From an optimization exercise on the open Yosys and OpenROAD flow, aimed at small area, a short achievable clock period and few clock cycles per item; shortcuts taken in it are not production practice. Only simulation tests tie the RTL to the original design; equivalence was not proved. No activity file was given, so power comes from the tool's default toggle rates.

==> flow/design.v, too long to show whole: its modules and the start of the top module <==
// module exu_hilo: 42 lines
// module exu_alu: 97 lines
// module exu_mul: 965 lines
// module exu_div: 183 lines
// module exu_top: 275 lines
module exu_top
(
	input  logic                    clk,
	input  logic                    arst_n_i,
	input  logic                    req_valid_i,
	input  logic [5-1:0]    req_op_i,
	input  logic [32-1:0]    req_opa_i,
	input  logic [32-1:0]    req_opb_i,
	input  logic [5-1:0]  req_rd_i,
	output logic                    wb_valid_o,
	output logic [5-1:0]  wb_rd_o,
	output logic                    wb_we_o,
	output logic [32-1:0]    wb_data_o,
	output logic                    busy_o
);
  // ...
==> flow/flow/run.sh <==
#!/bin/bash
# Layout flow: the standard layout (standard.sh, which runs the standard
# synthesis unchanged) at the design's clock and constraints, with two
# changes to how the layout is optimised:
#  - the input and output port buffers are a plain sky130_fd_sc_hd__buf_4
#    rather than the delay buffer buffer_ports picks by itself (every port
#    still gets its own buffer);
#  - repair_timing keeps working until the setup slack is 18 ns, that is
#    until paths fit in about 6 ns, instead of stopping at any positive slack.
set -euo pipefail
cd "$(dirname "$0")/.."
bash standard.sh \
	"BUFFER_PORTS_ARGS=-buffer_cell sky130_fd_sc_hd__buf_4" \
	SETUP_SLACK_MARGIN=18 \
	finish > standard.log 2>&1
==> flow/standard.sh <==
#!/bin/bash
# synth_recipe.tcl (not shown) runs the flow's synth.tcl, then flattens the netlist and writes it again
# the make line also repeats each setting of config.mk as NAME=value (left out here)
make -C /OpenROAD-flow-scripts/flow DESIGN_CONFIG=/design/flow/config.mk WORK_HOME=/design/flow/orfs CLKGATE_MAP_FILE= SYNTH_SCRIPT=/design/flow/synth_recipe.tcl "${@:-finish}"
==> flow/config.mk <==
export PLATFORM = sky130hd
export DESIGN_NAME = exu_top
export DESIGN_NICKNAME = exu_top
export VERILOG_FILES = /design/flow/design.v
export SDC_FILE = /design/flow/constraint.sdc
export NUM_CORES = 4
export LEC_CHECK = 0
export ABC_AREA = 1
export CAP_MARGIN = 20
export CORE_MARGIN = 2
export CORE_UTILIZATION = 40
export SLEW_MARGIN = 20
==> flow/constraint.sdc <==
create_clock -name core_clock -period 24.0 [get_ports {clk}]
set_input_delay 4.8000 -clock core_clock [delete_from_list [all_inputs] [get_ports {clk}]]
set_output_delay 4.8000 -clock core_clock [all_outputs]
set_load 0.01 [all_outputs]
==> impl_metrics.toml, run 1 <==
[grt]
grt_max_degree = 71
antenna_found_initial = 15

[floorplan]
die_h_um = 374
dieArea_um2 = 140000

[finish]
clk_share_pct = 3.89
area_growth_pct = 10.5
regMostFlops = "i_exu_hilo.hilo_q"
finalNonFillerCells = 9350
largest_reg_flops = 64

[setup_path]
cp_top_family = "flip-flops"
r2r_end = "wb_data_o[31]"
worstSetupStartpointType = "flop"
required_ns = 19.20
cpMaxStageDelayCell = "dfrtp_1"

[clock_network]
htree_levels = 3
cts_made_buffers = 68

[power_and_ir_drop]
p_comb_share_pct = 63.7
p_clk_mw = 1.10
seq_power_share_pct = 20.7

[timing]
post-route-period-util_pct = 25.0
finClkSkew_ns = 0.0316
worst_slack_ns = 18.01

[yosys]
synthesis.nets = 8256
synthFlopType = "dfxtp_1"
yosysMostFrequentCell = "nand2_1"
synthTopCellsByArea = "fa_1, dfxtp_1, nand2_1"
netlist.area_leader.share_pct = 12.4

[hold_path]
hp-class = "flop to flop"

[placement]
place_hpwl_mm = 193

[outcome]
outcome = "finished clean"
Testbench counts, summed over its fixed seeds: cycles 25,600, ops 24,016.
==> module exu_alu, before the edit <==
module exu_alu
(
	input  exu_pkg::exu_op_e       op_i,
	input  logic [32-1:0]   opa_i,
	input  logic [32-1:0]   opb_i,
	output logic [32-1:0]   res_o,
	output logic                   ovf_o
);
	localparam int XLEN = 32;
	function automatic logic [5:0] clz32(input logic [31:0] v);
		logic        z16, z8, z4, z2, z1;
		logic [15:0] h16;
		logic [7:0]  h8;
		logic [3:0]  h4;
		logic [1:0]  h2;
		z16 = (v[31:16] == 16'h0);
		h16 = z16 ? v[15:0] : v[31:16];
		z8  = (h16[15:8] == 8'h0);
		h8  = z8 ? h16[7:0] : h16[15:8];
		z4  = (h8[7:4] == 4'h0);
		h4  = z4 ? h8[3:0] : h8[7:4];
		z2  = (h4[3:2] == 2'h0);
		h2  = z2 ? h4[1:0] : h4[3:2];
		z1  = !h2[1];
		if (v == 32'h0)
			clz32 = 6'd32;
		else
			clz32 = {1'b0, z16, z8, z4, z2, z1};
	endfunction
	function automatic logic [31:0] rev32(input logic [31:0] v);
		for (int i = 0; i < 32; i++)
			rev32[i] = v[31-i];
	endfunction
	exu_pkg::exu_op_e op;
	logic [XLEN-1:0]  a;
	logic [XLEN-1:0]  b;
	assign op = op_i;
	assign a  = opa_i;
	assign b  = opb_i;
	logic [XLEN-1:0] logic_res;
	always_comb
	begin
		case (op)
			OP_OR:   logic_res = a | b;
			OP_AND:  logic_res = a & b;
			OP_XOR:  logic_res = a ^ b;
			OP_NOR:  logic_res = ~(a | b);
			default: logic_res = {b[XLEN/2-1:0], {(XLEN/2){1'b0}}};
		endcase
	end
	logic [4:0]      shamt;
	logic            sh_left;
	logic            sh_arith;
	logic [XLEN-1:0] sh_in;
	logic [XLEN:0]   sh_ext;
	logic [XLEN-1:0] sh_out;
	logic [XLEN-1:0] shift_res;
	assign shamt    = ((op == OP_SLLV) || (op == OP_SRLV) || (op == OP_SRAV)) ?
			  a[4:0] : a[6 +: 5];
	assign sh_left  = (op == OP_SLL) || (op == OP_SLLV);
	assign sh_arith = (op == OP_SRA) || (op == OP_SRAV);
	assign sh_in    = sh_left ? rev32(b) : b;
	assign sh_ext   = {sh_arith & b[XLEN-1], sh_in};
	assign sh_out   = XLEN'($signed(sh_ext) >>> shamt);
	assign shift_res = sh_left ? rev32(sh_out) : sh_out;
	logic            sub;
	logic [XLEN:0]   sum;
	logic            lt;
	logic            ltu;
	assign sub = (op == OP_SUB) || (op == OP_SUBU) || (op == OP_SLT) || (op == OP_SLTU);
	assign sum = {1'b0, a} + {1'b0, sub ? ~b : b} + {{XLEN{1'b0}}, sub};
	assign ltu = !sum[XLEN];
	assign lt  = (a[XLEN-1] != b[XLEN-1]) ? a[XLEN-1] : sum[XLEN-1];
	assign ovf_o = sub ? (a[XLEN-1] != b[XLEN-1]) && (sum[XLEN-1] != a[XLEN-1])
			   : (a[XLEN-1] == b[XLEN-1]) && (sum[XLEN-1] != a[XLEN-1]);
	logic [5:0] lead_cnt;
	assign lead_cnt = clz32((op == OP_CLO) ? ~a : a);
	always_comb
	begin
		case (op)
			OP_OR, OP_AND, OP_XOR, OP_NOR, OP_LUI:
				res_o = logic_res;
			OP_SLL, OP_SRL, OP_SRA, OP_SLLV, OP_SRLV, OP_SRAV:
				res_o = shift_res;
			OP_ADD, OP_ADDU, OP_SUB, OP_SUBU:
				res_o = sum[XLEN-1:0];
			OP_SLT:
				res_o = {{(XLEN-1){1'b0}}, lt};
			OP_SLTU:
				res_o = {{(XLEN-1){1'b0}}, ltu};
			OP_CLZ, OP_CLO:
				res_o = {{(XLEN-6){1'b0}}, lead_cnt};
			default:
				res_o = a;
		endcase
	end
endmodule
==> module exu_div, before the edit <==
module exu_div
(
	input  logic          clk,
	input  logic          arst_n_i,
	input  logic          start_i,
	input  logic          drop_hi_i,
	input  logic          drop_lo_i,
	input  logic          signed_i,
	input  logic [31:0]   opa_i,
	input  logic [31:0]   opb_i,
	output logic          hi_more_nx_o,
	output logic          lo_more_nx_o,
	output logic          hi_more_o,
	output logic          lo_more_o,
	output logic          wr_hi_o,
	output logic          wr_lo_o,
	output logic [31:0]   hi_o,
	output logic [31:0]   lo_o
);
	localparam int G  = 1;
	localparam int M  = 2 * G;
	localparam int LM = $clog2(M);
	localparam int XB = 32 + M;
	localparam int W  = XB + 3;
	function automatic logic [5:0] clz32(input logic [31:0] v);
		logic        z16, z8, z4, z2, z1;
		logic [15:0] h16;
		logic [7:0]  h8;
		logic [3:0]  h4;
		logic [1:0]  h2;
		z16 = (v[31:16] == 16'h0);
		h16 = z16 ? v[15:0] : v[31:16];
		z8  = (h16[15:8] == 8'h0);
		h8  = z8 ? h16[7:0] : h16[15:8];
		z4  = (h8[7:4] == 4'h0);
		h4  = z4 ? h8[3:0] : h8[7:4];
		z2  = (h4[3:2] == 2'h0);
		h2  = z2 ? h4[1:0] : h4[3:2];
		z1  = !h2[1];
		if (v == 32'h0)
			clz32 = 6'd32;
		else
			clz32 = {1'b0, z16, z8, z4, z2, z1};
	endfunction
	typedef enum logic [1:0] {S_IDLE, S_ITER, S_FIN} st_e;
	st_e               st_q;
	st_e               st_d;
	logic [4:0]        cnt_q;
	logic [4:0]        cnt_d;
	logic              hi_en_q;
	logic              lo_en_q;
	logic              hi_en_d;
	logic              lo_en_d;
	logic              a_neg;
	logic              b_neg;
	logic [31:0]       a_mag;
	logic [31:0]       b_mag;
	logic [5:0]        clza;
	logic [5:0]        clzb;
	logic [5:0]        clzb_raw;
	logic [6:0]        k;
	logic [4:0]        kk;
	logic [XB-1:0]     x_al;
	logic              short;
	logic [31:0]       rem_q;
	logic [XB-1:0]     x_q;
	logic [31:0]       quo_q;
	logic              q_neg_q;
	logic              r_neg_q;
	logic              dz_q;
	assign a_neg = signed_i && opa_i[31];
	assign b_neg = signed_i && opb_i[31];
	assign a_mag = a_neg ? -opa_i : opa_i;
	assign b_mag = b_neg ? -opb_i : opb_i;
	assign clzb_raw = clz32(b_neg ? ~opb_i : opb_i);
	assign clzb     = clzb_raw[5] ? 6'd31 : clzb_raw;
	assign clza = a_neg ? (clz32(~opa_i) - 1'b1) : clz32(opa_i);
	assign k     = {1'b0, clzb} - {1'b0, clza};
	assign kk    = k[4:0] | 5'(M - 1);
	assign short = k[6] || (opb_i == '0);
	assign x_al  = XB'(b_mag) << (kk - 1'b1);
	logic [31:0]   rem_it;
	logic [31:0]   quo_it;
	logic [XB-1:0] x_it;
	always_comb
	begin
		rem_it = rem_q;
		quo_it = quo_q;
		x_it   = x_q;
		for (int j = 0; j < G; j++)
		begin
			logic [W-1:0] r, x1, x2, d1, d2, d3, s3, c3;
			logic         ge1, ge2, ge3;
			r  = W'(rem_it);
			x1 = W'(x_it);
			x2 = W'(x_it) << 1;
			d1 = r - x1;
			d2 = r - x2;
			s3 = r ^ ~x1 ^ ~x2;
			c3 = (((r & ~x1) | (r & ~x2) | (~x1 & ~x2)) << 1) | W'(1);
			d3 = s3 + c3 + W'(1);
			ge1 = !d1[W-1];
			ge2 = !d2[W-1];
			ge3 = !d3[W-1];
			quo_it = {quo_it[29:0], ge2, ge3 | (ge1 & !ge2)};
			if (ge3)
				rem_it = d3[31:0];
			else if (ge2)
				rem_it = d2[31:0];
			else if (ge1)
				rem_it = d1[31:0];
			x_it = x_it >> 2;
		end
	end
	always_comb
	begin
		st_d  = st_q;
		cnt_d = cnt_q;
		case (st_q)
			S_ITER:
			begin
				cnt_d = cnt_q - 1'b1;
				if (cnt_q == '0)
					st_d = S_FIN;
			end
			default:
				st_d = S_IDLE;
		endcase
		hi_en_d = hi_en_q && !drop_hi_i;
		lo_en_d = lo_en_q && !drop_lo_i;
		if (start_i)
		begin
			st_d    = short ? S_FIN : S_ITER;
			cnt_d   = kk >> LM;
			hi_en_d = 1'b1;
			lo_en_d = 1'b1;
		end
		else if (!hi_en_d && !lo_en_d)
			st_d = S_IDLE;
	end
	always_ff @(posedge clk or negedge arst_n_i)
	begin
		if (!arst_n_i)
		begin
			st_q    <= S_IDLE;
			hi_en_q <= 1'b0;
			lo_en_q <= 1'b0;
		end
		else
		begin
			st_q    <= st_d;
			hi_en_q <= hi_en_d;
			lo_en_q <= lo_en_d;
		end
	end
	always_ff @(posedge clk)
	begin
		cnt_q <= cnt_d;
		if (start_i)
		begin
			rem_q   <= a_mag;
			x_q     <= x_al;
			quo_q   <= '0;
			q_neg_q <= signed_i && (opa_i[31] ^ opb_i[31]);
			r_neg_q <= a_neg;
			dz_q    <= (opb_i == '0);
		end
		else if (st_q == S_ITER)
		begin
			rem_q <= rem_it;
			quo_q <= quo_it;
			x_q   <= x_it;
		end
	end
	assign hi_more_nx_o = (st_d == S_ITER) && (cnt_d != '0) && hi_en_d;
	assign lo_more_nx_o = (st_d == S_ITER) && (cnt_d != '0) && lo_en_d;
	assign hi_more_o    = (st_q == S_ITER) && (cnt_q != '0) && hi_en_q;
	assign lo_more_o    = (st_q == S_ITER) && (cnt_q != '0) && lo_en_q;
	assign wr_hi_o = (st_q == S_FIN) && hi_en_q;
	assign wr_lo_o = (st_q == S_FIN) && lo_en_q;
	assign hi_o    = r_neg_q ? -rem_q : rem_q;
	assign lo_o    = dz_q ? '1 : (q_neg_q ? -quo_q : quo_q);
endmodule
==> module exu_top, before the edit <==
module exu_top
(
	input  logic                    clk,
	input  logic                    arst_n_i,
	input  logic                    req_valid_i,
	input  logic [5-1:0]    req_op_i,
	input  logic [32-1:0]    req_opa_i,
	input  logic [32-1:0]    req_opb_i,
	input  logic [5-1:0]  req_rd_i,
	output logic                    wb_valid_o,
	output logic [5-1:0]  wb_rd_o,
	output logic                    wb_we_o,
	output logic [32-1:0]    wb_data_o,
	output logic                    busy_o
);
	localparam int XLEN = 32;
	function automatic logic [26:0] booth9(input logic [18:0] by);
		logic [8:0] one, two, neg;
		for (int i = 0; i < 9; i++)
		begin
			one[i] = by[2*i+1] ^ by[2*i];
			two[i] = (by[2*i+2] & !by[2*i+1] & !by[2*i]) | (!by[2*i+2] & by[2*i+1] & by[2*i]);
			neg[i] = by[2*i+2];
		end
		booth9 = {neg, two, one};
	endfunction
	function automatic logic uses_mul(input logic [5-1:0] op);
		uses_mul = (op == OP_MUL) || (op == OP_MULT) || (op == OP_MULTU);
	endfunction
	logic                   busy_q;
	logic                   v1_q;
	exu_pkg::exu_op_e       op1_q;
	logic [XLEN-1:0]        a1_q;
	logic [XLEN-1:0]        b1_q;
	logic [5-1:0] rd1_q;
	logic                   dv1_q;
	logic                   sd1_q;
	logic                   ms1_q;
	logic                   ml1_q;
	logic                   div_hi_nx;
	logic                   div_lo_nx;
	logic                   v1_nx;
	logic                   rh1_nx;
	logic                   rl1_nx;
	logic                   rh1_q;
	logic                   rl1_q;
	logic                   ml1_nx;
	logic                   mf1_nx;
	logic                   mf1_q;
	logic                   stall;
	logic                   div_hi_run;
	logic                   div_lo_run;
	logic                   p2_q;
	logic                   v2_q;
	logic                   mult2_q;
	assign busy_o = busy_q;
	assign stall  = v1_q && ((rh1_q && div_hi_run) || (rl1_q && div_lo_run) ||
				 (ml1_q && p2_q) || (mf1_q && v2_q && mult2_q));
	assign v1_nx  = stall ? v1_q  : req_valid_i;
	assign rh1_nx = stall ? rh1_q : (req_op_i == OP_MFHI);
	assign rl1_nx = stall ? rl1_q : (req_op_i == OP_MFLO);
	assign ml1_nx = stall ? ml1_q : uses_mul(req_op_i);
	assign mf1_nx = stall ? mf1_q : ((req_op_i == OP_MFHI) || (req_op_i == OP_MFLO));
	always_ff @(posedge clk or negedge arst_n_i)
	begin
		if (!arst_n_i)
		begin
			v1_q   <= 1'b0;
			busy_q <= 1'b0;
		end
		else
		begin
			v1_q   <= v1_nx;
			busy_q <= (v1_nx && rh1_nx && div_hi_nx) ||
				  (v1_nx && rl1_nx && div_lo_nx) ||
				  (v1_nx && ml1_nx && go1 && ml1_q) ||
				  (v1_nx && mf1_nx && go1 && (op1_q == OP_MULT || op1_q == OP_MULTU));
		end
	end
	always_ff @(posedge clk)
	begin
		if (!stall)
		begin
			rh1_q <= (req_op_i == OP_MFHI);
			rl1_q <= (req_op_i == OP_MFLO);
			dv1_q <= (req_op_i == OP_DIV) || (req_op_i == OP_DIVU);
			sd1_q <= (req_op_i == OP_DIV);
			ms1_q <= (req_op_i == OP_MUL) || (req_op_i == OP_MULT);
			ml1_q <= uses_mul(req_op_i);
			mf1_q <= (req_op_i == OP_MFHI) || (req_op_i == OP_MFLO);
			op1_q <= exu_pkg::exu_op_e'(req_op_i);
			a1_q  <= req_opa_i;
			b1_q  <= req_opb_i;
			rd1_q <= req_rd_i;
		end
	end
	logic [63:0]            ms2_q;
	logic [63:0]            mc2_q;
	logic            go1;
	logic [XLEN-1:0] alu_res;
	logic            alu_ovf;
	logic [63:0]     mul_s;
	logic [63:0]     mul_c;
	assign go1 = v1_q && !stall;
	logic [32:0] ax1;
	logic        sgn1;
	logic        p2_nx;
	logic [32:0] max_q;
	logic [26:0] mbd_q;
	assign sgn1 = ms1_q;
	assign ax1  = {sgn1 && a1_q[XLEN-1], a1_q};
	assign p2_nx = go1 && ml1_q;
	always_ff @(posedge clk)
	begin
		if (p2_nx || stall)
			max_q <= ax1;
		else
			max_q <= {((req_op_i == OP_MUL) || (req_op_i == OP_MULT)) && req_opa_i[XLEN-1],
				  req_opa_i};
		if (p2_nx)
			mbd_q <= booth9({{4{sgn1 && b1_q[XLEN-1]}}, b1_q[31:17]});
		else if (stall)
			mbd_q <= booth9({b1_q[17:0], 1'b0});
		else
			mbd_q <= booth9({req_opb_i[17:0], 1'b0});
	end
	exu_alu i_exu_alu
	(
		.op_i   (op1_q),
		.opa_i  (a1_q),
		.opb_i  (b1_q),
		.res_o  (alu_res),
		.ovf_o  (alu_ovf)
	);
	exu_mul i_exu_mul
	(
		.ax_i    (max_q),
		.one_i   (mbd_q[8:0]),
		.two_i   (mbd_q[17:9]),
		.neg_i   (mbd_q[26:18]),
		.cs_s_i  (p2_q ? ms2_q[63:18] : '0),
		.cs_c_i  (p2_q ? mc2_q[63:18] : '0),
		.s_o     (mul_s),
		.c_o     (mul_c)
	);
	logic        div_wr_hi;
	logic        div_wr_lo;
	logic [31:0] div_hi;
	logic [31:0] div_lo;
	exu_div i_exu_div
	(
		.clk        (clk),
		.arst_n_i   (arst_n_i),
		.start_i    (go1 && dv1_q),
		.drop_hi_i  (go1 && ((op1_q == OP_MTHI) || (op1_q == OP_MULT) || (op1_q == OP_MULTU))),
		.drop_lo_i  (go1 && ((op1_q == OP_MTLO) || (op1_q == OP_MULT) || (op1_q == OP_MULTU))),
		.signed_i   (sd1_q),
		.opa_i      (a1_q),
		.opb_i      (b1_q),
		.hi_more_nx_o  (div_hi_nx),
		.hi_more_o     (div_hi_run),
		.lo_more_o     (div_lo_run),
		.lo_more_nx_o  (div_lo_nx),
		.wr_hi_o    (div_wr_hi),
		.wr_lo_o    (div_wr_lo),
		.hi_o       (div_hi),
		.lo_o       (div_lo)
	);
	logic                   gpr2_q;
	logic [5-1:0] rd2_q;
	logic                   we2_q;
	logic [XLEN-1:0]        res2_q;
	logic                   mul2_q;
	logic                   mfhi2_q;
	logic                   mflo2_q;
	logic                   mthi2_q;
	logic                   mtlo2_q;
	always_ff @(posedge clk or negedge arst_n_i)
	begin
		if (!arst_n_i)
		begin
			v2_q <= 1'b0;
			p2_q <= 1'b0;
		end
		else
		begin
			v2_q <= go1;
			p2_q <= p2_nx;
		end
	end
	always_ff @(posedge clk)
	begin
		gpr2_q  <= !((op1_q == OP_NOP) || (op1_q == OP_MTHI) || (op1_q == OP_MTLO) ||
			     (op1_q == OP_MULT) || (op1_q == OP_MULTU) ||
			     (op1_q == OP_DIV) || (op1_q == OP_DIVU));
		rd2_q   <= rd1_q;
		we2_q   <= !(alu_ovf && ((op1_q == OP_ADD) || (op1_q == OP_SUB)));
		res2_q  <= alu_res;
		mul2_q  <= (op1_q == OP_MUL);
		mfhi2_q <= (op1_q == OP_MFHI);
		mflo2_q <= (op1_q == OP_MFLO);
		mult2_q <= (op1_q == OP_MULT) || (op1_q == OP_MULTU);
		mthi2_q <= (op1_q == OP_MTHI);
		mtlo2_q <= (op1_q == OP_MTLO);
		ms2_q   <= mul_s;
		mc2_q   <= mul_c;
	end
	exu_pkg::exu_hilo_t hilo;
	exu_pkg::exu_hilo_t hilo_cur;
	logic [XLEN:0]      prod_lo;
	logic [XLEN-1:0]    wb_data_d;
	assign prod_lo = {1'b0, mul_s[13:0], ms2_q[17:0]} + {1'b0, mul_c[13:0], mc2_q[17:0]};
	logic               mlt3_q;
	logic [XLEN-1:0]    hs3_q;
	logic [XLEN-1:0]    hc3_q;
	logic               cy3_q;
	logic [XLEN-1:0]    lo3_q;
	always_ff @(posedge clk or negedge arst_n_i)
	begin
		if (!arst_n_i)
			mlt3_q <= 1'b0;
		else
			mlt3_q <= v2_q && mult2_q;
	end
	always_ff @(posedge clk)
	begin
		hs3_q <= mul_s[45:14];
		hc3_q <= mul_c[45:14];
		cy3_q <= prod_lo[XLEN];
		lo3_q <= prod_lo[XLEN-1:0];
	end
	assign hilo_cur.hi = div_wr_hi ? div_hi : hilo.hi;
	assign hilo_cur.lo = div_wr_lo ? div_lo : hilo.lo;
	always_comb
	begin
		if (mul2_q)
			wb_data_d = prod_lo[XLEN-1:0];
		else if (mfhi2_q)
			wb_data_d = hilo_cur.hi;
		else if (mflo2_q)
			wb_data_d = hilo_cur.lo;
		else
			wb_data_d = res2_q;
	end
	exu_hilo i_exu_hilo
	(
		.clk       (clk),
		.arst_n_i  (arst_n_i),
		.div_wr_hi_i (div_wr_hi),
		.div_wr_lo_i (div_wr_lo),
		.div_hi_i  (div_hi),
		.div_lo_i  (div_lo),
		.mul_wr_i  (mlt3_q),
		.mul_hi_i  (hs3_q + hc3_q + {{(XLEN-1){1'b0}}, cy3_q}),
		.mul_lo_i  (lo3_q),
		.hi_we_i   (v2_q && mthi2_q),
		.lo_we_i   (v2_q && mtlo2_q),
		.hi_i      (res2_q),
		.lo_i      (res2_q),
		.hilo_o    (hilo)
	);
	always_ff @(posedge clk or negedge arst_n_i)
	begin
		if (!arst_n_i)
			wb_valid_o <= 1'b0;
		else
			wb_valid_o <= v2_q && gpr2_q;
	end
	always_ff @(posedge clk)
	begin
		wb_rd_o   <= rd2_q;
		wb_we_o   <= we2_q;
		wb_data_o <= wb_data_d;
	end
endmodule
==> run 2, diff against run 1 <==
--- a/flow/design.v
+++ b/flow/design.v
@@ -31,6 +31,51 @@
 		exu_hilo_t  hilo;
 	} exu_hilo_wr_t;
 endpackage
+module exu_add
+#(
+	parameter int W = 32
+)
+(
+	input  logic [W-1:0]  a_i,
+	input  logic [W-1:0]  b_i,
+	input  logic          c_i,
+	output logic [W-1:0]  s_o,
+	output logic          c_o
+);
+	localparam int L = $clog2(W);
+	logic [W-1:0] p;
+	logic [W-1:0] g;
+	logic [W:0]   c;
+	always_comb
+	begin
+		logic [W-1:0] gg;
+		logic [W-1:0] pp;
+		p  = a_i ^ b_i;
+		g  = a_i & b_i;
+		gg = g;
+		pp = p;
+		gg[0] = g[0] | (p[0] & c_i);
+		for (int l = 0; l < L; l++)
+			for (int i = 0; i < W; i++)
+				if ((i + 1) % (2 << l) == 0)
+				begin
+					gg[i] = gg[i] | (pp[i] & gg[i - (1 << l)]);
+					pp[i] = pp[i] & pp[i - (1 << l)];
+				end
+		for (int l = L - 2; l >= 0; l--)
+			for (int i = 0; i < W; i++)
+				if (((i + 1) % (2 << l) == (1 << l)) && (i >= (2 << l)))
+				begin
+					gg[i] = gg[i] | (pp[i] & gg[i - (1 << l)]);
+					pp[i] = pp[i] & pp[i - (1 << l)];
+				end
+		c[0] = c_i;
+		for (int i = 0; i < W; i++)
+			c[i + 1] = gg[i];
+	end
+	assign s_o = p ^ c[W-1:0];
+	assign c_o = c[W];
+endmodule
 import exu_pkg::*;
 module exu_hilo
 (
@@ -145,7 +190,14 @@
 	logic            lt;
 	logic            ltu;
 	assign sub = (op == OP_SUB) || (op == OP_SUBU) || (op == OP_SLT) || (op == OP_SLTU);
-	assign sum = {1'b0, a} + {1'b0, sub ? ~b : b} + {{XLEN{1'b0}}, sub};
+	exu_add #(.W(XLEN)) i_add_sum
+	(
+		.a_i  (a),
+		.b_i  (sub ? ~b : b),
+		.c_i  (sub),
+		.s_o  (sum[XLEN-1:0]),
+		.c_o  (sum[XLEN])
+	);
 	assign ltu = !sum[XLEN];
 	assign lt  = (a[XLEN-1] != b[XLEN-1]) ? a[XLEN-1] : sum[XLEN-1];
 	assign ovf_o = sub ? (a[XLEN-1] != b[XLEN-1]) && (sum[XLEN-1] != a[XLEN-1])
@@ -1210,8 +1262,22 @@
 	logic              dz_q;
 	assign a_neg = signed_i && opa_i[31];
 	assign b_neg = signed_i && opb_i[31];
-	assign a_mag = a_neg ? -opa_i : opa_i;
-	assign b_mag = b_neg ? -opb_i : opb_i;
+	exu_add #(.W(32)) i_add_amag
+	(
+		.a_i  (opa_i ^ {32{a_neg}}),
+		.b_i  ('0),
+		.c_i  (a_neg),
+		.s_o  (a_mag),
+		.c_o  ()
+	);
+	exu_add #(.W(32)) i_add_bmag
+	(
+		.a_i  (opb_i ^ {32{b_neg}}),
+		.b_i  ('0),
+		.c_i  (b_neg),
+		.s_o  (b_mag),
+		.c_o  ()
+	);
 	assign clzb_raw = clz32(b_neg ? ~opb_i : opb_i);
 	assign clzb     = clzb_raw[5] ? 6'd31 : clzb_raw;
 	assign clza = a_neg ? (clz32(~opa_i) - 1'b1) : clz32(opa_i);
@@ -1222,35 +1288,31 @@
 	logic [31:0]   rem_it;
 	logic [31:0]   quo_it;
 	logic [XB-1:0] x_it;
+	logic [W-1:0]  r_w, x1_w, x2_w, d1, d2, d3, s3, c3;
+	logic          ge1, ge2, ge3;
+	assign r_w  = W'(rem_q);
+	assign x1_w = W'(x_q);
+	assign x2_w = W'(x_q) << 1;
+	assign s3   = r_w ^ ~x1_w ^ ~x2_w;
+	assign c3   = (((r_w & ~x1_w) | (r_w & ~x2_w) | (~x1_w & ~x2_w)) << 1) | W'(1);
+	exu_add #(.W(W)) i_add_d1 (.a_i(r_w), .b_i(~x1_w), .c_i(1'b1), .s_o(d1), .c_o());
+	exu_add #(.W(W)) i_add_d2 (.a_i(r_w), .b_i(~x2_w), .c_i(1'b1), .s_o(d2), .c_o());
+	exu_add #(.W(W)) i_add_d3 (.a_i(s3),  .b_i(c3),    .c_i(1'b1), .s_o(d3), .c_o());
+	assign ge1 = !d1[W-1];
+	assign ge2 = !d2[W-1];
+	assign ge3 = !d3[W-1];
 	always_comb
 	begin
-		rem_it = rem_q;
-		quo_it = quo_q;
-		x_it   = x_q;
-		for (int j = 0; j < G; j++)
-		begin
-			logic [W-1:0] r, x1, x2, d1, d2, d3, s3, c3;
-			logic         ge1, ge2, ge3;
-			r  = W'(rem_it);
-			x1 = W'(x_it);
-			x2 = W'(x_it) << 1;
-			d1 = r - x1;
-			d2 = r - x2;
-			s3 = r ^ ~x1 ^ ~x2;
-			c3 = (((r & ~x1) | (r & ~x2) | (~x1 & ~x2)) << 1) | W'(1);
-			d3 = s3 + c3 + W'(1);
-			ge1 = !d1[W-1];
-			ge2 = !d2[W-1];
-			ge3 = !d3[W-1];
-			quo_it = {quo_it[29:0], ge2, ge3 | (ge1 & !ge2)};
-			if (ge3)
-				rem_it = d3[31:0];
-			else if (ge2)
-				rem_it = d2[31:0];
-			else if (ge1)
-				rem_it = d1[31:0];
-			x_it = x_it >> 2;
-		end
+		quo_it = {quo_q[29:0], ge2, ge3 | (ge1 & !ge2)};
+		if (ge3)
+			rem_it = d3[31:0];
+		else if (ge2)
+			rem_it = d2[31:0];
+		else if (ge1)
+			rem_it = d1[31:0];
+		else
+			rem_it = rem_q;
+		x_it = x_q >> 2;
 	end
 	always_comb
 	begin
@@ -1298,19 +1360,22 @@
 		cnt_q <= cnt_d;
 		if (start_i)
 		begin
-			rem_q   <= a_mag;
-			x_q     <= x_al;
-			quo_q   <= '0;
-			q_neg_q <= signed_i && (opa_i[31] ^ opb_i[31]);
-			r_neg_q <= a_neg;
-			dz_q    <= (opb_i == '0);
+			rem_q <= a_mag;
+			x_q   <= x_al;
+			quo_q <= '0;
 		end
-		else if (st_q == S_ITER)
+		else
 		begin
 			rem_q <= rem_it;
 			quo_q <= quo_it;
 			x_q   <= x_it;
 		end
+		if (start_i)
+		begin
+			q_neg_q <= signed_i && (opa_i[31] ^ opb_i[31]);
+			r_neg_q <= a_neg;
+			dz_q    <= (opb_i == '0);
+		end
 	end
 	assign hi_more_nx_o = (st_d == S_ITER) && (cnt_d != '0) && hi_en_d;
 	assign lo_more_nx_o = (st_d == S_ITER) && (cnt_d != '0) && lo_en_d;
@@ -1318,8 +1383,24 @@
 	assign lo_more_o    = (st_q == S_ITER) && (cnt_q != '0) && lo_en_q;
 	assign wr_hi_o = (st_q == S_FIN) && hi_en_q;
 	assign wr_lo_o = (st_q == S_FIN) && lo_en_q;
-	assign hi_o    = r_neg_q ? -rem_q : rem_q;
-	assign lo_o    = dz_q ? '1 : (q_neg_q ? -quo_q : quo_q);
+	logic [31:0] quo_fix;
+	exu_add #(.W(32)) i_add_hi
+	(
+		.a_i  (rem_q ^ {32{r_neg_q}}),
+		.b_i  ('0),
+		.c_i  (r_neg_q),
+		.s_o  (hi_o),
+		.c_o  ()
+	);
+	exu_add #(.W(32)) i_add_lo
+	(
+		.a_i  (quo_q ^ {32{q_neg_q}}),
+		.b_i  ('0),
+		.c_i  (q_neg_q),
+		.s_o  (quo_fix),
+		.c_o  ()
+	);
+	assign lo_o = dz_q ? '1 : quo_fix;
 endmodule
 import exu_pkg::*;
 module exu_top
@@ -1546,6 +1627,15 @@
 		else
 			mlt3_q <= v2_q && mult2_q;
 	end
+	logic [XLEN-1:0]    mul_hi;
+	exu_add #(.W(XLEN)) i_add_mul_hi
+	(
+		.a_i  (hs3_q),
+		.b_i  (hc3_q),
+		.c_i  (cy3_q),
+		.s_o  (mul_hi),
+		.c_o  ()
+	);
 	always_ff @(posedge clk)
 	begin
 		hs3_q <= mul_s[45:14];
@@ -1575,7 +1665,7 @@
 		.div_hi_i  (div_hi),
 		.div_lo_i  (div_lo),
 		.mul_wr_i  (mlt3_q),
-		.mul_hi_i  (hs3_q + hc3_q + {{(XLEN-1){1'b0}}, cy3_q}),
+		.mul_hi_i  (mul_hi),
 		.mul_lo_i  (lo3_q),
 		.hi_we_i   (v2_q && mthi2_q),
 		.lo_we_i   (v2_q && mtlo2_q),
==> run 2 against run 1 <==
  * Still clean
  * Power grew 12%
  * Setup slack worse by 0.080 ns
  * Global-route usage fell by 3.0 points
  * Clock skew up 0.035 ns
  * Hold slack worse by 0.00087 ns
  * Final cell count is 7.4% lower
  * Area after synthesis shrank 2.4%
  * Synthesized cell count fell by 8.4%
  * Clock power rose by 5%
  * First-iteration DRC count down 26%
  * Non-clock buffer count decreased by 80
  * Critical endpoint is now busy_o
  * Largest cell class unchanged
  * Highest routed layer unchanged
==> impl_metrics.toml, run 2 <==
[outcome]
outcome = "finished clean"

[floorplan]
start_util_pct = 40.2
dieWidth_um = 369
die_h_um = 369
fp.coreArea_um2 = 133000
rows = 134
ios = 117
dieArea_um2 = 136000

[setup_path]
critPathMaxStageDelay_ns = 0.44
cp_num_buf_inv = 1
critPathMaxFanout = 1
worstSetupStartpointType = "flop"
critical_path_class = "flop to primary output"
crit_chain = "buf_6"
required_ns = 19.20
endpoint_kind = "primary output"
cpMaxStageDelayCell = "dfrtp_1"
cp_top_family = "flip-flops"
worst-endpoint-arrival_ns = 1.27

[yosys]
synth.area.mux_share_pct = 0.319
ys_seq_area_share_pct = 22.9
synthArstFlopShare_pct = 13.8
netlist_area_um2 = 53400
synthCells = 6876
synth-edff-count = 112
synth_top_family_by_area = "adder cells"
synthAdderAreaFrac_pct = 24.2
synth_xor_area_share_pct = 9.97
synthesis.nets = 7739
synthSimpleGateAreaFrac_pct = 16.3
ys_warn_count = 7
synth_common_cells = "nand2_1, inv_1, xor2_1, o21ai_0, fa_1"
syn_avg_cell_area_um2 = 7.77
synth_compound_area_share_pct = 16.0
synthDistinctLibCells = 68
yosysMostFrequentCell = "nand2_1"
netlist.area_leader.share_pct = 15.4
ys_ff_latch = 537
synthTopCellsByArea = "fa_1, dfxtp_1, nand2_1"
synthFlopType = "dfxtp_1"
yosys.area.top_type = "fa_1"

[finish]
reg_top3 = "i_exu_hilo.hilo_q: 64 flops, i_exu_div.x_q: 34 flops, max_q: 33 flops"
area_growth_pct = 9.80
largest_reg_flops = 64
mostFrequentLayoutCells = "nand2_1, inv_1, xor2_1, o21ai_0, fa_1"
mostFrequentLayoutCell = "nand2_1"
final_util_pct = 44.1
finalNonFillerCells = 8657
drive_gt1_share_pct = 7.28
regMostFlops = "i_exu_hilo.hilo_q"
nNetsFinal = 7688

[timing]
post-route-min-period_ns = 6.07
setup_viol = 0
worst_pin_slew_ns = 1.15
fmax_mhz = 165
fin_setup_tns_ns = 0
rsz0062_at_grt = "true"
slew_headroom_pct = 23.0
hold_viol_final = 0
holdWs_ns = 0.327
drv_slew = 0
finClkSkew_ns = 0.0668
post-route-period-util_pct = 25.3

[clock_network]
cts_buffer_depth = 3
cts_made_buffers = 70
cts_tree = "built"
htree_levels = 3
root_buffer = "clkbuf_16"
insertion_delay_ns = 0.71
cts.sinks = 537
clk_pin_slew_ns = 0.06
hold_buffers = 0

[placement]
place_hpwl_mm = 167
portBuffers = 116
dp_cells = 8511
place.gp.congestion = 1.00

[hold_path]
hp-class = "flop to flop"

[routing]
ant_nets = 0
drcViolationCount = 0
drt-initial-drc-count = 5662
wl_mm = 222
vias_per_cell = 5.74
firstDrtPassIters = 7
vias = 49700
wl_per_cell_um = 25.7

[power_and_ir_drop]
p_switching_mw = 4.00
p_comb_share_pct = 65.6
p_clk_share_pct = 14.5
power.density_nw_per_um2 = 135
seq_power_share_pct = 19.9
leakagePower_nw = 27.9
power.internal_mw = 3.92
p_sw_share_pct = 50.6
peakVddDrop_mv = 0.152

[grt]
grt_usage_pct = 32.1
grt_pass1_vias = 47300
gr-total-overflow = 0
grt_max_degree = 96
grt_pass1_wl_mm = 324
antenna_found_initial = 13

[job]
maxCapViolCount = 0
==> run 2: cell types whose count changed after synthesis, sizes merged, moves of 44 or more <==
cell,change
nor2,-114
nor3,-45
o21ai,-273
fa,+73
nand2,-59
xnor2,+65
inv,-52
a21oi,-166
ha,+44
clkbuf,-44
nand3,-66
==> run 2: path summary, 6_finish.rpt <==
kind / startpoint / end / slack, ns / cells past startpoint
max: busy_q / busy_o / 17.93 / 1
min: rd2_q[3] / wb_rd_o[3] / 0.33 / 0
max reg2reg: op1_q[3] / res2_q[0] / 18.15 / 32
min reg2reg: rd2_q[3] / wb_rd_o[3] / 0.33 / 0
max in group asynchronous: arst_n_i / p2_q / 18.87 / 2
min in group asynchronous: arst_n_i / i_exu_hilo.hilo_q[3] / 4.08 / 1
==> run 2: cell type report <==
| type | instances | area, um^2 |
|---|---|---|
| sequential | 537 | 12300 |
| timing repair buffer | 238 | 1840 |
| clock buffer | 95 | 1990 |
| multi-input combinational | 4917 | 35800 |
| fill | 13400 | 74300 |
| antenna | 6 | 15.0 |
| tap | 1768 | 2210 |
| clock inverter | 35 | 495 |
| inverter | 1061 | 3990 |
==> run 2: layer usage <==
layer | vias to the layer above | share of wire, % | track usage, %
met5 | - | 0.036 | 0
met4 | 12 | 5.1 | 13.8
met3 | 523 | 11 | 7.24
met2 | 2765 | 43 | 48.5
met1 | 24100 | 42 | 43.9
li1 | 22300 | - | -
==> run 2: power groups by stage <==
stage | sequential, mW | clock (mW) | combinational (mW)
global route | 1.60 | 1.20 | 5.80
floorplan | 1.47 | 0 | 3.30
global placement | 1.59 | 0 | 5.01
finish | 1.58 | 1.15 | 5.20
detailed placement | 1.59 | 0 | 5.12
CTS | 1.57 | 1.17 | 5.15
==> run 2: through the flow <==
stage               total power [mW]  worst slack [ns]  area (um^2)
floorplan                       4.77             18.19        53400
global placement                6.60             17.47        55900
detailed placement              6.71             17.39        55900
CTS                             7.89             17.89        58500
global route                    8.60             17.81        58600
finish                          7.92             17.93        58600
==> run 2: what timing repair did <==
item / 4_1_cts / 5_1_grt
setup buffers: 1 / 7
endpoints found under the setup margin: 33 / 57
resized for setup: 12 / 18
gates cloned: 0 / 1
pin swaps: 0 / 1
==> run 2: cells by family (layout without fill, tap and decap cells) <==
family	count (synthesis)	after routing
flops	537	537
other cells	0	6
simple gates	2089	2090
mux	17	17
xor+xnor	608	608
fa+ha+maj	786	786
buf+inv	1423	1429
compound gates	1416	1416
Testbench counts of run 2, summed over its fixed seeds: cycles 25,600, ops 24,016.
==> run 3, diff against run 2 <==
--- a/flow/config.mk
+++ b/flow/config.mk
@@ -8,5 +8,5 @@
 export ABC_AREA = 1
 export CAP_MARGIN = 20
 export CORE_MARGIN = 2
-export CORE_UTILIZATION = 40
+export CORE_UTILIZATION = 55
 export SLEW_MARGIN = 20
==> run 3 against run 2 <==
  * Still clean
  * Via count hardly changed
  * Count of clock-buffer cells in the layout is 14 lower
  * Sequential share of layout area is 0.35 points higher
  * Clock power is 9% lower
  * First-iteration DRC count is 8.3% higher
  * Power is 4.2% lower
  * Maximum frequency is 0.80% lower
  * Flip-flop and latch count stayed put
  * Sequential power hardly changed
  * Non-clock buffer count is 7 lower
  * Wire length is 4.7% lower
  * Area after synthesis stayed put
  * Critical endpoint unchanged
  * Largest cell class unchanged
==> impl_metrics.toml, run 3 <==
[outcome]
outcome = "finished clean"

[yosys]
syn_avg_cell_area_um2 = 7.77
ys_seq_area_share_pct = 22.9
yosys.area.top_type = "fa_1"
yosysMostFrequentCell = "nand2_1"
synthDistinctLibCells = 68
synthArstFlopShare_pct = 13.8
netlist_area_um2 = 53400
synth-edff-count = 112
synth_top_family_by_area = "adder cells"
synthesis.nets = 7739
synth_common_cells = "nand2_1, inv_1, xor2_1, o21ai_0, fa_1"
ys_ff_latch = 537
synthTopCellsByArea = "fa_1, dfxtp_1, nand2_1"
netlist.area_leader.share_pct = 15.4
synth_compound_area_share_pct = 16.0
synthSimpleGateAreaFrac_pct = 16.3
synthAdderAreaFrac_pct = 24.2
synth.area.mux_share_pct = 0.319
synthCells = 6876
synthFlopType = "dfxtp_1"
ys_warn_count = 7
synth_xor_area_share_pct = 9.97

[setup_path]
worst-r2r-cell-count = 31
cpMaxStageDelayCell = "dfrtp_2"
worstSetupStartpointType = "flop"
critical_path_class = "flop to primary output"
rrSetupSlack_ns = 18.17
cp_top_family = "flip-flops"
crit_chain = "buf_6"
cp_num_buf_inv = 1
critPathMaxFanout = 1
r2r_end = "res2_q[0]"
rr_startpoint = "op1_q[3]"
required_ns = 19.20
worst-endpoint-arrival_ns = 1.32
endpoint_kind = "primary output"
critPathMaxStageDelay_ns = 0.45

[hold_path]
min_from = "rd2_q[1]"
hp-class = "flop to flop"
hold_path_depth = 0
whs_endpoint = "wb_rd_o[1]"

[grt]
grt_usage_pct = 42.0
antenna_found_initial = 12
grt_max_degree = 97
grt_pass1_vias = 47300
gr-total-overflow = 0
grt_pass1_wl_mm = 309

[finish]
fillCellCount = 9047
area_growth_pct = 8.14
largest_reg_flops = 64
nNetsFinal = 7672
finalNonFillerCells = 8142
regMostFlops = "i_exu_hilo.hilo_q"
mostFrequentLayoutCell = "nand2_1"
mostFrequentLayoutCells = "nand2_1, inv_1, xor2_1, o21ai_0, fa_1"
drive_gt1_share_pct = 7.27
reg_top3 = "i_exu_hilo.hilo_q: 64 flops, i_exu_div.x_q: 34 flops, max_q: 33 flops"

[timing]
hold_viol_final = 0
holdWs_ns = 0.327
drv_slew = 0
rsz0062_at_grt = "true"
finClkSkew_ns = 0.0684
fmax_mhz = 163
slew_headroom_pct = 11.7
post-route-period-util_pct = 25.5
setup_viol = 0
post-route-min-period_ns = 6.12
fin_setup_tns_ns = 0
worst_pin_slew_ns = 1.31

[routing]
wl_per_cell_um = 26.0
wl_mm = 212
vias_per_cell = 6.10
firstDrtPassIters = 6
vias = 49700
ant_nets = 0
drt-initial-drc-count = 6130
drcViolationCount = 0

[power_and_ir_drop]
p_sw_share_pct = 50.0
power.internal_mw = 3.79
power.density_nw_per_um2 = 131
p_total_mw = 7.59
peakVddDrop_mv = 0.127
p_comb_share_pct = 65.3
p_clk_share_pct = 13.8
leakagePower_nw = 27.8
p_switching_mw = 3.80
seq_power_share_pct = 21.0

[placement]
place.gp.congestion = 1.08
portBuffers = 116
dp_cells = 8014
place_hpwl_mm = 159

[clock_network]
htree_levels = 2
insertion_delay_ns = 0.74
root_buffer = "clkbuf_16"
cts_buffer_depth = 3
clk_pin_slew_ns = 0.06
cts_tree = "built"
cts_made_buffers = 61
hold_buffers = 0
cts.sinks = 537

[floorplan]
fp.coreArea_um2 = 96400
ios = 117
dieWidth_um = 316
die_h_um = 316
rows = 114
dieArea_um2 = 99600
start_util_pct = 55.4

[job]
maxCapViolCount = 0
[run 3: cell counts after synthesis]
No cell type changed its count.
[run 3: cell families after synthesis]
group,count (synthesis)
multiplexers,17
AO/OA/AOI/OAI,1416
adder cells (fa/ha/maj),786
XOR/XNOR,608
buffers and inverters,1423
AND/OR/NAND/NOR,2089
flip-flops,537
[run 3: what timing repair did]
item / 4_1_cts / 5_1_grt
setup endpoints to repair: 54 / 65
setup buffers: 1 / 4
resized for setup: 25 / 32
pin swaps: 0 / 1
cloned: 0 / 1
[run 3: cell type report]
type | instances | area (um^2) | share of cell area [%]
Inverter | 1061 | 4000 | 6.92
Tap cell | 1276 | 1600 | 2.77
Antenna cell | 6 | 15.0 | 0.0260
Sequential cell | 537 | 12300 | 21.2
Timing Repair Buffer | 231 | 1810 | 3.14
Clock buffer | 81 | 1800 | 3.12
Multi-Input combinational cell | 4917 | 35800 | 62.0
Clock inverter | 33 | 423 | 0.732
[run 3: how the worst max path moves through the flow]
stage	start	end	slack (ns)	cells after the start
floorplan	req_op_i[2]	busy_q	18.19	8
global placement	a1_q[29]	i_exu_div.x_q[26]	16.45	31
detailed placement	a1_q[29]	i_exu_div.x_q[26]	16.38	31
CTS	busy_q	busy_o	17.87	1
global route	op1_q[3]	res2_q[0]	17.81	31
finish	busy_q	busy_o	17.88	1
[run 3: power by group through the flow]
| stage | Sequential (mW) | Clock (mW) | Combinational, mW |
|---|---|---|---|
| detailed placement | 1.60 | 0 | 4.84 |
| CTS | 1.58 | 1.05 | 4.86 |
| floorplan | 1.47 | 0 | 3.30 |
| global route | 1.61 | 1.09 | 5.56 |
| global placement | 1.59 | 0 | 4.75 |
| finish | 1.59 | 1.05 | 4.95 |
[run 3: through the flow]
step                area [um^2]  setup WS [ns]  util, %
detailed placement        55300          16.38     57.3
global placement          55300          16.45     57.3
finish                    57700          17.88     59.9
floorplan                 53400          18.19        -
CTS                       57600          17.87     59.7
global route              57700          17.81     59.9
[run 3: layer usage]
layer	GRT usage, %	share of wire (%)
met1	56.5	40
met2	62.8	42
met5	0	0.056
met3	11.0	12
met4	20.5	5.9
==> run 4, diff against run 3 <==
--- a/flow/config.mk
+++ b/flow/config.mk
@@ -8,5 +8,5 @@
 export ABC_AREA = 1
 export CAP_MARGIN = 20
 export CORE_MARGIN = 2
-export CORE_UTILIZATION = 55
+export CORE_UTILIZATION = 65
 export SLEW_MARGIN = 20
==> run 4 against run 3 <==
  * Flip-flop and latch count stayed put
  * Clock power is 6% higher
  * Area after synthesis stayed put
  * Via count is 3.8% higher
  * First-iteration DRC count is 18% higher
==> impl_metrics.toml, run 4 <==
[placement]
place.gp.congestion = 1.04
placed_area_um2 = 55000
portBuffers = 116
dp_worst_setup_slack_ns = 16.75
place_hpwl_mm = 153

[grt]
grt_usage_pct = 48.4
antenna_found_initial = 11
grt_max_degree = 97
gr-total-overflow = 0
grt_pass1_vias = 49200
grt_pass1_wl_mm = 308

[hold_path]
hp-class = "flop to flop"

[yosys]
synthCells = 6876
synthArstFlopShare_pct = 13.8
netlist_area_um2 = 53400
synthFlopType = "dfxtp_1"
ys_seq_area_share_pct = 22.9
syn_avg_cell_area_um2 = 7.77
synthTopCellsByArea = "fa_1, dfxtp_1, nand2_1"
yosysMostFrequentCell = "nand2_1"
synthDistinctLibCells = 68
ys_ff_latch = 537
ys_warn_count = 7
synth_common_cells = "nand2_1, inv_1, xor2_1, o21ai_0, fa_1"
yosys.area.top_type = "fa_1"
synthesis.nets = 7739
synth-edff-count = 112
netlist.area_leader.share_pct = 15.4

[finish]
nNetsFinal = 7682
drive_gt1_share_pct = 7.16
mostFrequentLayoutCell = "nand2_1"
regMostFlops = "i_exu_hilo.hilo_q"
reg_top3 = "i_exu_hilo.hilo_q: 64 flops, i_exu_div.x_q: 34 flops, max_q: 33 flops"
largest_reg_flops = 64
mostFrequentLayoutCells = "nand2_1, inv_1, xor2_1, o21ai_0, fa_1"
fin_area_um2 = 57600
area_growth_pct = 7.86

[routing]
vias = 51600
wl_per_cell_um = 26.1
drt-initial-drc-count = 7206
ant_nets = 0
firstDrtPassIters = 9
drcViolationCount = 0
wl_mm = 207
vias_per_cell = 6.49

[floorplan]
dieWidth_um = 291
die_h_um = 291
fp.coreArea_um2 = 81700
start_util_pct = 65.3
dieArea_um2 = 84500
ios = 117
rows = 105

[power_and_ir_drop]
p_total_mw = 7.79
leakagePower_nw = 27.9
power.density_nw_per_um2 = 135
peakVddDrop_mv = 0.176

[clock_network]
cts_tree = "built"
cts_made_buffers = 67
cts.sinks = 537
root_buffer = "clkbuf_16"
clk_pin_slew_ns = 0.06
htree_levels = 3
insertion_delay_ns = 0.69
cts_buffer_depth = 3

[setup_path]
cp_num_buf_inv = 1
worstSetupStartpointType = "flop"
cp_top_family = "flip-flops"
worst-endpoint-arrival_ns = 1.24
critPathMaxStageDelay_ns = 0.45
endpoint_kind = "primary output"
cpMaxStageDelayCell = "dfrtp_2"
critPathMaxFanout = 1
crit_chain = "buf_6"
required_ns = 19.20
critical_path_class = "flop to primary output"

[timing]
holdWs_ns = 0.298
slew_headroom_pct = 28.7
fin_setup_tns_ns = 0
worst_pin_slew_ns = 1.06
finClkSkew_ns = 0.0580
hold_viol_final = 0
fmax_mhz = 165
rsz0062_at_grt = "true"
post-route-period-util_pct = 25.2
setup_viol = 0
worst_slack_ns = 17.96
drv_slew = 0
post-route-min-period_ns = 6.04

[outcome]
outcome = "finished clean"

[job]
maxCapViolCount = 0
## run 4: cell counts after synthesis
Identical to the previous run, type by type.
## run 4: power by group
group	switching, mW	leakage (nW)	internal, mW
Combinational	3.19	21.6	1.90
Sequential	0.275	5.07	1.31
Clock	0.471	1.17	0.642
Total	3.94	27.9	3.85
## run 4: what timing repair did
item / CTS / global route
resized for setup: 10 / 11
setup buffers: 2 / 13
pin swaps: 0 / 2
gates cloned: 0 / 2
setup endpoints to repair: 38 / 67
hold buffers: 0 / 0
## run 4: worst reg2reg max path, cell delays in order, from the launching register on
cell and delay (ns):
dfxtp_1 0.45, inv_1 0.22, fa_1 0.51, ha_1 0.34
nand3_1 0.08, nand2_1 0.14, nand4_1 0.09, nand2_1 0.14
nand2_1 0.07, nand2_1 0.13, nand2_1 0.07, nand2_1 0.10
nand3_1 0.12, o21a_1 0.29, o21ai_0 0.59, a21o_1 0.23
nand4_1 0.10, o21ai_2 0.07, buf_4 0.41, clkinvlp_2 0.99
nand2_1 0.29, nand2_1 0.08, nand2_1 0.07, nand2_1 0.05
## run 4: through the flow
step | instances | util [%]
3_3_place_gp | 7803 | 67.3
4_1_cts | 7929 | 70.3
5_1_grt | 7944 | 70.5
6_report | 7948 | 70.5
3_5_place_dp | 7803 | 67.3
2_1_floorplan | 6876 | -
## run 4: final cells by class
| cell class | count | area, um^2 |
|---|---|---|
| flip-flops and latches | 537 | 12300 |
| repair buffers | 234 | 1780 |
| well taps | 1070 | 1340 |
| clock inverters | 36 | 445 |
| fillers | 6557 | 24100 |
| diodes | 4 | 10.0 |
| clock buffers | 88 | 1950 |
| multi-input cells | 4917 | 35800 |
| inverters | 1061 | 4000 |
| repair inverters | 1 | 5.00 |
## run 4: layer usage
metal  global-route usage, %  wire (um)  up-vias
li1                        -          -    22300
met1                    63.4      76600    24200
met2                    69.8      84800     4055
met3                    15.5      30100     1007
met4                    29.3      15800       14
met5                       0         86        -
## run 4: kinds of logic after synthesis
group,count (synthesis),share of synthesized area [%]
buffers and inverters,1423,10.3
adder cells (fa/ha/maj),786,24.2
multiplexers,17,0.319
AND/OR/NAND/NOR,2089,16.3
AO/OA/AOI/OAI,1416,16.0
flip-flops,537,22.9
XOR/XNOR,608,9.97
## run 4: worst paths after layout
kind / start / end / slack [ns] / cells past startpoint
max: busy_q / busy_o / 17.96 / 1
min: we2_q / wb_we_o / 0.30 / 0
max reg2reg: i_exu_div.x_q[2] / i_exu_div.rem_q[16] / 18.13 / 23
min reg2reg: we2_q / wb_we_o / 0.30 / 0
max in group asynchronous: arst_n_i / p2_q / 18.81 / 2
min in group asynchronous: arst_n_i / wb_valid_o / 3.98 / 1
==> module exu_hilo, before the edit <==
module exu_hilo
(
	input  logic          clk,
	input  logic          arst_n_i,
	input  logic          div_wr_hi_i,
	input  logic          div_wr_lo_i,
	input  logic [31:0]   div_hi_i,
	input  logic [31:0]   div_lo_i,
	input  logic          mul_wr_i,
	input  logic [31:0]   mul_hi_i,
	input  logic [31:0]   mul_lo_i,
	input  logic          hi_we_i,
	input  logic          lo_we_i,
	input  logic [31:0]   hi_i,
	input  logic [31:0]   lo_i,
	output exu_pkg::exu_hilo_t     hilo_o
);
	exu_pkg::exu_hilo_t hilo_q;
	always_ff @(posedge clk or negedge arst_n_i)
	begin
		if (!arst_n_i)
		begin
			hilo_q <= '0;
		end
		else
		begin
			if (hi_we_i)
				hilo_q.hi <= hi_i;
			else if (div_wr_hi_i)
				hilo_q.hi <= div_hi_i;
			else if (mul_wr_i)
				hilo_q.hi <= mul_hi_i;
			if (lo_we_i)
				hilo_q.lo <= lo_i;
			else if (div_wr_lo_i)
				hilo_q.lo <= div_lo_i;
			else if (mul_wr_i)
				hilo_q.lo <= mul_lo_i;
		end
	end
	assign hilo_o = hilo_q;
endmodule
==> run 5, diff against run 4 <==
--- a/flow/design.v
+++ b/flow/design.v
@@ -87,7 +87,6 @@
 	input  logic [31:0]   div_lo_i,
 	input  logic          mul_wr_i,
 	input  logic [31:0]   mul_hi_i,
-	input  logic [31:0]   mul_lo_i,
 	input  logic          hi_we_i,
 	input  logic          lo_we_i,
 	input  logic [31:0]   hi_i,
@@ -113,8 +112,6 @@
 				hilo_q.lo <= lo_i;
 			else if (div_wr_lo_i)
 				hilo_q.lo <= div_lo_i;
-			else if (mul_wr_i)
-				hilo_q.lo <= mul_lo_i;
 		end
 	end
 	assign hilo_o = hilo_q;
@@ -1619,7 +1616,6 @@
 	logic [XLEN-1:0]    hs3_q;
 	logic [XLEN-1:0]    hc3_q;
 	logic               cy3_q;
-	logic [XLEN-1:0]    lo3_q;
 	always_ff @(posedge clk or negedge arst_n_i)
 	begin
 		if (!arst_n_i)
@@ -1641,7 +1637,6 @@
 		hs3_q <= mul_s[45:14];
 		hc3_q <= mul_c[45:14];
 		cy3_q <= prod_lo[XLEN];
-		lo3_q <= prod_lo[XLEN-1:0];
 	end
 	assign hilo_cur.hi = div_wr_hi ? div_hi : hilo.hi;
 	assign hilo_cur.lo = div_wr_lo ? div_lo : hilo.lo;
@@ -1666,11 +1661,10 @@
 		.div_lo_i  (div_lo),
 		.mul_wr_i  (mlt3_q),
 		.mul_hi_i  (mul_hi),
-		.mul_lo_i  (lo3_q),
 		.hi_we_i   (v2_q && mthi2_q),
-		.lo_we_i   (v2_q && mtlo2_q),
+		.lo_we_i   (v2_q && (mtlo2_q || mult2_q)),
 		.hi_i      (res2_q),
-		.lo_i      (res2_q),
+		.lo_i      (mult2_q ? prod_lo[XLEN-1:0] : res2_q),
 		.hilo_o    (hilo)
 	);
 	always_ff @(posedge clk or negedge arst_n_i)
--- a/flow/config.mk
+++ b/flow/config.mk
@@ -8,5 +8,5 @@
 export ABC_AREA = 1
 export CAP_MARGIN = 20
 export CORE_MARGIN = 2
-export CORE_UTILIZATION = 65
+export CORE_UTILIZATION = 40
 export SLEW_MARGIN = 20
==> run 5 against run 4 <==
  * Register-to-register slack better by 0.13 ns
  * Sequential share of layout area is 0.83 points lower
  * Synthesized cell count is 3.7% lower
  * Sequential power is 8% lower
  * Clock skew is 0.023 ns lower
  * Hold slack better by 0.027 ns
  * Final cell count is 5.4% higher
  * Setup slack better by 0.011 ns
  * Power is 2.0% lower
  * Wire length is 2.1% higher
  * Via count is 6.7% lower
  * Critical path depth stayed put
  * Critical endpoint unchanged
==> impl_metrics.toml, run 5 <==
[setup_path]
cp_top_family = "flip-flops"
critPathMaxStageDelay_ns = 0.43
required_ns = 19.20
critical_path_class = "flop to primary output"
worst-endpoint-arrival_ns = 1.23
worstSetupStartpointType = "flop"
endpoint_kind = "primary output"
cpMaxStageDelayCell = "dfrtp_1"
critPathMaxFanout = 1
cp_num_buf_inv = 1
crit_chain = "buf_6"

[timing]
worst_pin_slew_ns = 1.05
post-route-min-period_ns = 6.03
post-route-period-util_pct = 25.1
hold_viol_final = 0
fmax_mhz = 166
finClkSkew_ns = 0.0351
setup_viol = 0
fin_setup_tns_ns = 0
drv_slew = 0
rsz0062_at_grt = "true"
slew_headroom_pct = 29.7

[yosys]
synth_common_cells = "nand2_1, inv_1, o21ai_0, xor2_1, fa_1"
netlist.area_leader.share_pct = 15.9
synthFlopType = "dfxtp_1"
yosys.area.top_type = "fa_1"
syn_avg_cell_area_um2 = 7.84
netlist_area_um2 = 51900
ys_seq_area_share_pct = 22.4
synth-edff-count = 112
synthDistinctLibCells = 72
ys_ff_latch = 505
synthesis.nets = 7485
yosysMostFrequentCell = "nand2_1"
synthCells = 6622
ys_warn_count = 7
synthTopCellsByArea = "fa_1, dfxtp_1, ha_1"
synthArstFlopShare_pct = 14.7

[clock_network]
cts_tree = "built"
hold_buffers = 0
root_buffer = "clkbuf_16"
cts_made_buffers = 66
insertion_delay_ns = 0.68
clk_pin_slew_ns = 0.05
htree_levels = 3
cts.sinks = 505
cts_buffer_depth = 3

[hold_path]
hp-class = "flop to flop"

[finish]
fin_area_um2 = 56800
nNetsFinal = 7437
mostFrequentLayoutCells = "nand2_1, inv_1, o21ai_0, xor2_1, fa_1"
largest_reg_flops = 64
reg_top3 = "i_exu_hilo.hilo_q: 64 flops, i_exu_div.x_q: 34 flops, max_q: 33 flops"
drive_gt1_share_pct = 7.08
final_util_pct = 44.0
area_growth_pct = 9.43
mostFrequentLayoutCell = "nand2_1"
regMostFlops = "i_exu_hilo.hilo_q"

[placement]
place.gp.congestion = 1.03
portBuffers = 116
placed_area_um2 = 54300
place_hpwl_mm = 161

[floorplan]
die_h_um = 364
start_util_pct = 40.2
fp.coreArea_um2 = 129000
dieWidth_um = 364
dieArea_um2 = 133000
rows = 132
ios = 117

[routing]
firstDrtPassIters = 7
vias_per_cell = 5.75
vias = 48100
drcViolationCount = 0
drt-initial-drc-count = 5909
ant_nets = 0
wl_per_cell_um = 25.3
wl_mm = 212

[grt]
antenna_found_initial = 12
grt_max_degree = 97
grt_pass1_wl_mm = 308
grt_pass1_vias = 46100
grt_usage_pct = 31.3
gr-total-overflow = 0

[power_and_ir_drop]
peakVddDrop_mv = 0.124
p_total_mw = 7.64
power.density_nw_per_um2 = 134
leakagePower_nw = 26.8

[outcome]
outcome = "finished clean"

[job]
maxCapViolCount = 0
## run 5: changes by cell type after synthesis, sizes merged, moves of 14 or more
cell and delta:
o21ai +46, dfxtp -32, nand2 -149, a21boi -14
nor2 -23, o211ai -42, a21oi -14, o22ai +31
inv -73, nand3 +28
## run 5: report_power, final
group          switching, mW  internal (mW)
logic                   3.21           1.92
clock network          0.447          0.596
registers              0.250           1.22
## run 5: stage by stage
step / std cells / hold slack, ns / worst slack (ns)
2_1_floorplan: 6622 / 0.310 / 18.11
3_3_place_gp: 8224 / 0.311 / 17.45
3_5_place_dp: 8224 / 0.312 / 17.27
4_1_cts: 8345 / 0.325 / 17.92
5_1_grt: 8369 / 0.334 / 17.93
6_report: 8374 / 0.325 / 17.97
## run 5: cell type report
cell class / instances / area, um^2
fillers: 13100 / 72400
multi-input cells: 4782 / 35300
flip-flops and latches: 505 / 11600
inverters: 981 / 3700
well taps: 1742 / 2180
clock buffers: 82 / 1840
repair buffers: 237 / 1810
clock inverters: 38 / 375
diodes: 6 / 15.0
repair inverters: 1 / 5.00
## run 5: logic make-up after synthesis
logic type / count (synthesis) / share of synthesized area [%]
AND/OR/NAND/NOR: 1939 / 15.7
AO/OA/AOI/OAI: 1415 / 16.2
buffers and inverters: 1335 / 9.91
adder cells (fa/ha/maj): 786 / 24.9
XOR/XNOR: 620 / 10.5
flip-flops: 505 / 22.4
multiplexers: 22 / 0.427
## run 5: worst paths after layout
path | slack, ns | to | cells after the start | startpoint
setup / recovery | 17.97 | busy_o | 1 | busy_q
hold / removal | 0.32 | wb_rd_o[3] | 0 | rd2_q[3]
setup reg to reg | 18.26 | wb_data_o[31] | 15 | mbd_q[18]
hold reg to reg | 0.32 | wb_rd_o[3] | 0 | rd2_q[3]
max in group asynchronous | 18.82 | p2_q | 2 | arst_n_i
min in group asynchronous | 4.00 | i_exu_hilo.hilo_q[1] | 1 | arst_n_i
## run 5: repair_timing
action | 4_1_cts | 5_1_grt
buffers inserted | 1 | 21
cloned | 0 | 1
resized for setup | 4 | 18
pin swaps | 0 | 0
endpoints found under the setup margin | 32 | 101
## run 5: routing by layer
layer,GRT usage (%),up-vias,share of wire (%)
met1,42.6,23100,41
met3,9.31,475,12
met4,13.7,6,5.0
met2,45.8,2881,42
met5,0,-,0.024
li1,-,21700,-
Testbench counts of run 5, summed over its fixed seeds: cycles 25,600, ops 24,016.

[port drivers added, routing unchanged]
How much do the figures lean on ideal ports? The routed layouts below were timed once more, with nothing changed but the port constraints. Step 1: set_driving_cell puts a clkbuf_16 on clk and a buf_2 on each other input, an assumption about the parent block. Step 2 times the ports against the registers' clock, not the clock port: input delays grow and output delays shrink by t, the midpoint of the rising clock arrivals with the driver on. a / b / c = ideal / step 1 / step 2; a / b = the first two.
run | shift t [ns] | slack for setup (ns) | worst hold slack (ns) | worst setup path after step 2 | pins driven straight from the clock port
run 1 | 0.776 | 18.011 / 17.927 / 17.431 | 0.328 / 0.328 / 0.328 | input to register | 1
run 2 | 0.759 | 17.932 / 17.849 / 17.753 | 0.327 / 0.327 / 0.327 | input to register | 1
run 3 | 0.784 | 17.883 / 17.804 / 17.711 | 0.327 / 0.327 / 0.327 | input to register | 1
run 4 | 0.730 | 17.956 / 17.883 / 17.608 | 0.298 / 0.298 / 0.298 | input to register | 1
run 5 | 0.738 | 17.968 / 17.890 / 17.546 | 0.325 / 0.325 / 0.325 | input to register | 1
After both steps every run listed still meets setup and hold. The setup slack of run 1, which loses most, moves by -0.084 ns with the drivers and by -0.580 ns with both steps.
